What follows belongs to an exercise in optimizing a design on an open flow for a short achievable clock period and few clock cycles; a production flow would make more cautious choices.
In this exercise RTL edits were held to simulation tests only and were not proved equivalent to the original.
Power figures rest on the tool's default switching activity, not on a simulated workload.

==> flow/design.v (excerpt) <==
module mips_core (
    input  logic                  clk,
    input  logic                  reset,
    output logic [32-1:0] mem_addr,
    output logic                  mem_read,
    output logic                  mem_write,
    output logic [32-1:0] mem_wdata,
    input  logic [32-1:0] mem_rdata,
    output logic                  trap
);
    logic [31:0] maddr, mwdata;        
    logic [31:0] maddr_i;              
    logic        mrd, mwr;
    logic [31:0] fpc;                  
    logic        halted;
    logic        dv, dpred;            
    logic [31:0] dir, dpc, dpc4;
    logic        xv;                   
    logic [31:0] xa, xb, xo2, xpc, xpc4, xbt, xbt4;
    logic [4:0]  x_wa;
    logic        x_we, x_ld, x_st, x_bc, x_jr, x_ill;
    logic        x_fa, x_fb, x_fo;     
    logic        s_add, s_sub, s_and, s_or, s_xor, s_slt, s_sltu, s_sll, s_srl, s_sra, s_link;
    logic        mv, m_ld, m_st;       
    logic        w_we;                 
    logic [4:0]  w_wa;                 
    logic [31:0] wres;
    logic [31:0] r [32];               
    assign mem_addr  = maddr;
    assign mem_read  = mrd;
    assign mem_write = mwr;
    assign mem_wdata = mwdata;
    assign trap      = halted;
    localparam int CB = 6;             
    localparam int PW = 48;            
    localparam int TW = 10 - CB;       
    logic [31:0]        c_data [1<<CB];
    logic [31:0]        c_nxt  [1<<CB];
    logic               c_prd  [1<<CB];    
    logic [TW-1:0]      c_tag  [1<<CB];
    logic [(1<<CB)-1:0] c_val;
    logic [31:12]       creg;          
    logic [31:0] pf;                   
    logic        pq;                   
    logic        pv;                   
    logic [31:0] pdat, pa, pnext;
    logic [11:0] pdist;
    assign pdist = pf[11:0] - fpc[11:0];
  ...
For scale: about 26,000 cells after synthesis, roughly 6,300 flip-flops, ~100 I/O pins.
Settings: LEC_CHECK=0, ABC_CLOCK_PERIOD_IN_PS=3000, CAP_MARGIN=20, CORE_MARGIN=2, CORE_UTILIZATION=30, PLACE_DENSITY=0.45, SETUP_SLACK_MARGIN=5, SLEW_MARGIN=20; clock period 12.0 ns.
standard.sh (not shown) runs the stock make flow with config.mk's settings and CLKGATE_MAP_FILE= SYNTH_SCRIPT=/design/flow/synth_recipe.tcl, a recipe that flattens the netlist after the stock synthesis.
==> flow/flow/run.sh <==
#!/bin/bash
set -euo pipefail
bash standard.sh synth > synth.log 2>&1
sed -e 's|"${@:-finish}"|SETUP_SLACK_MARGIN=9 BUFFER_PORTS_ARGS="-buffer_cell sky130_fd_sc_hd__buf_4" "${@:-finish}"|' \
    standard.sh > layout.sh
grep -q 'SETUP_SLACK_MARGIN=9 BUFFER' layout.sh
bash layout.sh finish > layout.log 2>&1
test -s out/final.def
The baseline produced a clean layout.
Testbench counts at the start, summed over its fixed seeds: cycles 76,773.
Next try:
--- a/flow/design.v
+++ b/flow/design.v
@@ -83,26 +83,24 @@
     localparam int PW = 48;            
     localparam int TW = 10 - CB;       
     logic [31:0]        c_data [1<<CB];
     logic [31:0]        c_nxt  [1<<CB];
     logic               c_prd  [1<<CB];    
     logic [TW-1:0]      c_tag  [1<<CB];
     logic [(1<<CB)-1:0] c_val;
     logic [31:12]       creg;          
     logic [31:0] pf;                   
     logic        pq;                   
     logic        pv;                   
     logic [31:0] pdat, pa, pnext;
-    logic [11:0] pdist;
-    assign pdist = pf[11:0] - fpc[11:0];
     assign pnext = maddr_i + 32'd4;    
     logic        rf_we;
     logic [31:0] rf_wd;
     assign rf_we = w_we | (mv & m_ld);
     assign rf_wd = (mv & m_ld) ? mem_rdata : wres;
     logic [31:0] sum, dif, res, A, B, O2, s_xx, s_wx, s_xw, s_ww;
     logic [32:0] d_xx, d_wx, d_xw, d_ww;
     logic        slt, sltu, taken, xredir, smc, x_wr;
     logic [31:0] xtarget, xtarget4;
     always_comb begin
         A    = x_fa ? wres : xa;
         B    = x_fb ? wres : xb;
@@ -191,31 +189,30 @@
         fxa = xv & x_we & (x_wa == rs) & (rs != 5'd0);
         fxb = xv & x_we & (x_wa == rt) & (rt != 5'd0);
         ra  = ra0;
         rb  = rb0;
         if (is_r)                                 o2 = rb;
         else if (is_andi | is_ori | is_xori)      o2 = {16'd0, imm};
         else                                      o2 = {{16{imm[15]}}, imm};
     end
     logic [31:0] finst, fpc4, fpc8, fbase, fpc_n, fbase4, fpc4_n, rtarget4;
     logic [31:0] dpc8;
     logic [5:0]  fop;
     logic [CB-1:0] fidx;
-    logic [CB-1:0] fidx_r;             
     logic          pfar;
     logic [(1<<CB)-1:0] lhit;
     logic        fmem, fhit, ftake, fjmp, fpred, fusej, redirect, pgo, pwin;
     logic [31:0] rtarget;
     always_comb begin
-        fidx  = fidx_r;
+        fidx  = fpc[CB+1:2];
         fmem  = ~mv & ~pq;                   
         for (int i = 0; i < (1<<CB); i++)
             lhit[i] = c_val[i] & (c_tag[i] == fpc[11:CB+2]) & (fidx == CB'(i));
         fhit  = (|lhit) & (fpc[31:12] == creg);
         finst = fhit ? c_data[fidx] : mem_rdata;
         fpc8  = fpc4 + 32'd4;                
         fop   = mem_rdata[31:26];
         fjmp  = (fop == 6'h02) | (fop == 6'h03);
         fpred = fhit ? c_prd[fidx] : fjmp;
         redirect = xredir | dredir;
         rtarget  = xredir ? xtarget : dtgt;
         rtarget4 = xredir ? xtarget4 : dtgt4;
@@ -269,27 +266,26 @@
                 maddr <= fusej ? {fpc4[31:28], mem_rdata[25:0], 2'b00} : fbase;
                 mrd   <= ~halt_n;
                 mwr   <= 1'b0;
             end
         end
     end
     always_ff @(posedge clk) begin
         if (x_wr & (x_ld | x_st))  maddr_i <= s_xx;
         else if (pgo)              maddr_i <= pq ? pnext : pf;
         else                       maddr_i <= fusej ? {fpc4[31:28], mem_rdata[25:0], 2'b00} : fbase;
         mwdata <= B;
         pdat   <= mem_rdata;
-        pwin   <= (pf[31:12] == fpc[31:12]) & (pdist < 12'(4 * PW));
-        pfar   <= pdist > 12'd4;
-        fidx_r <= fpc_n[CB+1:2];
+        pwin   <= (pf - fpc) < 32'(4 * PW);
+        pfar   <= (pf - fpc) > 32'd4;
         pa     <= maddr_i;
         pa4    <= pnext;
         m_ld   <= x_ld;
         m_st   <= x_st;
         w_wa   <= x_wa;
         wres   <= res;
         if (~dv | ~dstall) begin
             dir   <= finst;
             dpc   <= fpc;
             dpc4  <= fpc4;
             dpc8  <= fpc8;
             dpred <= fpred;
After rerunning: Final area falls by 0.65%; core utilization decreases by 0.20 points; flip-flop and latch count decreases by 6; sequential power barely changes; worst setup slack gets worse by 0.010 ns; cell count went down by 1.4%; total power came out lower by 9.4%; routed wire length is lower by 0.49%.
Testbench counts after the change, summed over its fixed seeds: cycles 76,773.

## static timing again, ports no longer ideal
Ports are ideal in the flow. The routed layouts listed here were re-timed in OpenROAD.
Step 1 assumes that a clkbuf_16 drives the clock port and a buf_2 every other input.
Step 2 adds t to the input delays and takes it off the output delays; t is the mean of the earliest and latest rising clock arrival at the registers after step 1. Input paths then give back, and output paths get back, about the clock's delay inside the block.
Slacks: ideal / step 1 / step 2; pairs: ideal / step 1.
| run | t, ns | setup slack, ns | worst setup path after step 2 | worst data-port slew with drivers (ns) |
|---|---|---|---|---|
| the first run | 1.385 | 7.557 / 7.443 / 6.100 | input to register | 0.42 |
| the second run | 1.254 | 7.547 / 7.547 / 6.554 | input to register | 0.15 |
After both steps every run listed still meets setup and hold. The setup slack of the first run, which loses most, moves by -0.114 ns with the drivers and by -1.457 ns with both steps.
